Context: an optimization exercise on an open-source flow, tuned for small area and a short achievable clock period. The choices shown serve that exercise and are no tape-out recipe.
RTL that was checked went through simulation tests only; none was proved equivalent to the original.
Power figures rest on the tool's default switching activity, not on a simulated workload.

Setup of the previous run:
==> flow/design.v <==
module gpac_dac_tx_core #(
  parameter int unsigned ABUSWIDTH = 16,
  parameter logic [1:0]  DAC_ID    = 2'd0
) (
  input  logic                 BUS_CLK,
  input  logic                 BUS_RST_N,
  input  logic [ABUSWIDTH-1:0] BUS_ADD,
  input  logic [7:0]           BUS_DATA_IN,
  output logic [7:0]           BUS_DATA_OUT,
  input  logic                 BUS_WR,
  input  logic                 BUS_RD,
  input  logic                 DAC_TRIGGER,
  output logic [13:0]          DAC_DATA,
  output logic                 DAC_STB,
  output logic                 DAC_SYNC,
  output logic                 BUSY
);
  localparam logic [5:0]           VERSION   = 6'd1;
  localparam logic [ABUSWIDTH-1:0] REG_COUNT = ABUSWIDTH'(12);
  localparam logic [3:0] A_ID      = 4'd0;
  localparam logic [3:0] A_CMD     = 4'd1;
  localparam logic [3:0] A_CONF    = 4'd2;
  localparam logic [3:0] A_LEN     = 4'd3;
  localparam logic [3:0] A_REPEAT  = 4'd4;
  localparam logic [3:0] A_DIV     = 4'd5;
  localparam logic [3:0] A_IDLE_LO = 4'd6;
  localparam logic [3:0] A_IDLE_HI = 4'd7;
  localparam logic [3:0] A_PTR     = 4'd8;
  localparam logic [3:0] A_STAGE   = 4'd9;
  localparam logic [3:0] A_COMMIT  = 4'd10;
  localparam logic [3:0] A_LOOPS   = 4'd11;
  typedef enum logic [1:0] {S_IDLE, S_ARMED, S_PLAY} state_e;
  logic [1:0] rst_sync;
  logic       rst_n;
  always_ff @(posedge BUS_CLK or negedge BUS_RST_N) begin
    if (!BUS_RST_N) rst_sync <= '0;
    else            rst_sync <= {rst_sync[0], 1'b1};
  end
  assign rst_n = rst_sync[1];
  logic [3:0] reg_sel;
  logic       reg_hit, wr_hit, soft_rst, start_wr, commit;
  assign reg_sel  = BUS_ADD[3:0];
  assign reg_hit  = (BUS_ADD < REG_COUNT);
  assign wr_hit   = BUS_WR && reg_hit;
  assign soft_rst = wr_hit && (reg_sel == A_ID);
  assign start_wr = wr_hit && (reg_sel == A_CMD);
  assign commit   = wr_hit && (reg_sel == A_COMMIT);
  logic [1:0]  conf_q;
  logic [7:0]  len_q, rpt_q, div_q, ptr_q, staging_q;
  logic [13:0] idle_q;
  always_ff @(posedge BUS_CLK or negedge rst_n) begin
    if (!rst_n) begin
      conf_q    <= '0;
      len_q     <= '0;
      rpt_q     <= '0;
      div_q     <= '0;
      idle_q    <= '0;
      ptr_q     <= '0;
      staging_q <= '0;
    end else if (soft_rst) begin
      conf_q    <= '0;
      len_q     <= '0;
      rpt_q     <= '0;
      div_q     <= '0;
      idle_q    <= '0;
      ptr_q     <= '0;
      staging_q <= '0;
    end else if (wr_hit) begin
      case (reg_sel)
        A_CONF:    conf_q         <= BUS_DATA_IN[1:0];
        A_LEN:     len_q          <= BUS_DATA_IN;
        A_REPEAT:  rpt_q          <= BUS_DATA_IN;
        A_DIV:     div_q          <= BUS_DATA_IN;
        A_IDLE_LO: idle_q[7:0]    <= BUS_DATA_IN;
        A_IDLE_HI: idle_q[13:8]   <= BUS_DATA_IN[5:0];
        A_PTR:     ptr_q          <= BUS_DATA_IN;
        A_STAGE:   staging_q      <= BUS_DATA_IN;
        A_COMMIT:  ptr_q          <= ptr_q + 8'd1;
        default: ;
      endcase
    end
  end
  state_e      state_q, state_d;
  logic [7:0]  idx_q, idx_d, tick_q, tick_d, loop_q, loop_d, len_m1;
  logic        done_q, done_d, start_q, trig_q, trig_prev, end_q;
  logic        sample_tick, end_tick;
  logic [13:0] mem_q;
  assign len_m1 = len_q - 8'd1;
  always_comb begin
    state_d     = state_q;
    idx_d       = idx_q;
    tick_d      = tick_q;
    loop_d      = loop_q;
    done_d      = done_q;
    sample_tick = 1'b0;
    end_tick    = 1'b0;
    if (soft_rst) begin
      state_d = S_IDLE;
      idx_d   = '0;
      tick_d  = '0;
      loop_d  = '0;
      done_d  = 1'b0;
    end else begin
      case (state_q)
        S_IDLE: begin
          if (start_q) begin
            state_d = conf_q[0] ? S_ARMED : S_PLAY;
            idx_d   = '0;
            tick_d  = '0;
            loop_d  = '0;
            done_d  = 1'b0;
          end
        end
        S_ARMED: begin
          if (trig_q && !trig_prev) state_d = S_PLAY;
        end
        S_PLAY: begin
          tick_d = (tick_q == div_q) ? 8'd0 : tick_q + 8'd1;
          if (tick_q == 8'd0) begin
            if ((rpt_q != 8'd0) && (loop_q == rpt_q)) begin
              end_tick = 1'b1;
              done_d   = 1'b1;
              state_d  = S_IDLE;
              idx_d    = '0;
              tick_d   = '0;
            end else begin
              sample_tick = 1'b1;
              if (idx_q == len_m1) begin
                idx_d = '0;
                if (loop_q != 8'hFF) loop_d = loop_q + 8'd1;
              end else begin
                idx_d = idx_q + 8'd1;
              end
            end
          end
        end
        default: state_d = S_IDLE;
      endcase
    end
  end
  logic [13:0] mem [256];
  logic        pend_v;
  logic [7:0]  pend_a;
  logic [13:0] pend_d;
  always_ff @(posedge BUS_CLK) begin
    pend_v <= commit;
    pend_a <= ptr_q;
    pend_d <= {BUS_DATA_IN[5:0], staging_q};
    if (pend_v) mem[pend_a] <= pend_d;
  end
  assign mem_q = mem[idx_q];
  logic [7:0] rd_data;
  always_comb begin
    rd_data = '0;
    if (reg_hit) begin
      case (reg_sel)
        A_ID:      rd_data = {DAC_ID, VERSION};
        A_CMD:     rd_data = {6'b0, BUSY, done_q};
        A_CONF:    rd_data = {6'b0, conf_q};
        A_LEN:     rd_data = len_q;
        A_REPEAT:  rd_data = rpt_q;
        A_DIV:     rd_data = div_q;
        A_IDLE_LO: rd_data = idle_q[7:0];
        A_IDLE_HI: rd_data = {2'b0, idle_q[13:8]};
        A_PTR:     rd_data = ptr_q;
        A_STAGE:   rd_data = staging_q;
        A_COMMIT:  rd_data = ptr_q;
        A_LOOPS:   rd_data = loop_q;
        default:   rd_data = '0;
      endcase
    end
  end
  always_ff @(posedge BUS_CLK or negedge rst_n) begin
    if (!rst_n) begin
      state_q      <= S_IDLE;
      idx_q        <= '0;
      tick_q       <= '0;
      loop_q       <= '0;
      done_q       <= 1'b0;
      start_q      <= 1'b0;
      trig_q       <= 1'b0;
      trig_prev    <= 1'b0;
      end_q        <= 1'b0;
      DAC_DATA     <= '0;
      DAC_STB      <= 1'b0;
      DAC_SYNC     <= 1'b0;
      BUS_DATA_OUT <= '0;
    end else begin
      state_q   <= state_d;
      idx_q     <= idx_d;
      tick_q    <= tick_d;
      loop_q    <= loop_d;
      done_q    <= done_d;
      start_q   <= start_wr;
      trig_q    <= DAC_TRIGGER;
      trig_prev <= trig_q;
      end_q     <= end_tick;
      DAC_STB   <= sample_tick || end_tick;
      DAC_SYNC  <= sample_tick && (idx_q == 8'd0);
      if (soft_rst)                     DAC_DATA <= '0;
      else if (sample_tick)             DAC_DATA <= mem_q;
      else if (end_tick && !conf_q[1])  DAC_DATA <= idle_q;
      if (BUS_RD) BUS_DATA_OUT <= rd_data;
    end
  end
  assign BUSY = (state_q != S_IDLE) || end_q;
endmodule
Settings: LEC_CHECK=0, CAP_MARGIN=20, CORE_MARGIN=2, CORE_UTILIZATION=45, SLEW_MARGIN=20; clock period 6.5 ns.
run.sh (not shown) runs the stock make flow with config.mk's settings and CLKGATE_MAP_FILE= SYNTH_SCRIPT=/design/flow/synth_recipe.tcl, a recipe that flattens the netlist after the stock synthesis.
The previous run has completed all stages; timing, DRC and antenna checks passed.
The following lists how the current run was set up differently from the previous run:
diff --git a/flow/design.v b/flow/design.v
--- a/flow/design.v
+++ b/flow/design.v
@@ -140,14 +140,8 @@
   end
   logic [13:0] mem [256];
-  logic        pend_v;
-  logic [7:0]  pend_a;
-  logic [13:0] pend_d;
   always_ff @(posedge BUS_CLK) begin
-    pend_v <= commit;
-    pend_a <= ptr_q;
-    pend_d <= {BUS_DATA_IN[5:0], staging_q};
-    if (pend_v) mem[pend_a] <= pend_d;
-  end
-  assign mem_q = mem[idx_q];
+    if (commit) mem[ptr_q] <= {BUS_DATA_IN[5:0], staging_q};
+    mem_q <= mem[idx_d];
+  end
   logic [7:0] rd_data;
   always_comb begin
==> results.txt <==
The current run finished every stage and its layout cleared the timing, design-rule and antenna checks. The remaining max-slew budget at the tightest pin of the current run exceeds that of the previous run by 8.6 points. From the previous run to the current run the numbers moved as follows: post-synthesis instance area increased 1.4%, overall die area increased about 1.4%, hold slack decreased 0.0068 ns, non-filler instance count after layout increased about 34%, area of all sequential standard cells essentially unchanged. Compared the current run vs the previous run, and multi-input combinational cell area is up in the current run. As far as reported sequential group power is concerned, the previous run and the current run perform about the same. The previous run → the current run: post-synthesis to final-layout area growth up 1.7 points; overall power of the completed layout up 6.8 mW.
For the previous run, only the layout was checked, not whether the RTL still works.

-- port drivers added, routing unchanged --
The flow's constraints put no driver on any port. The routed layouts listed below were extracted and timed again, unchanged, in two steps.
Step 1 (the two cells are an assumption about what drives the block):
set clk [get_ports {BUS_CLK}]
set_driving_cell -lib_cell sky130_fd_sc_hd__clkbuf_16 $clk
set_driving_cell -lib_cell sky130_fd_sc_hd__buf_2 [delete_from_list [all_inputs] $clk]
Step 2 times the ports against the registers' clock, not the clock port: input delays grow and output delays shrink by t, the midpoint of the rising clock arrivals with the driver on.
Three values: ideal, step 1, step 2; two values: the first two.
run | t, ns | setup WS [ns] | clock arrival spread, ns | slew at the worst register clock pin (ns)
the previous run | 1.026 | 1.609 / 1.609 / 1.512 | 0.081 / 0.081 | 0.07 / 0.07
the current run | 0.989 | 0.193 / 0.193 / -0.498 | 0.063 / 0.064 | 0.07 / 0.07
Met with ideal ports but missed after step 2: setup timing in the current run. For the current run, which loses most, drivers alone change the setup slack by 0.000 ns; drivers and shift together by -0.691 ns.
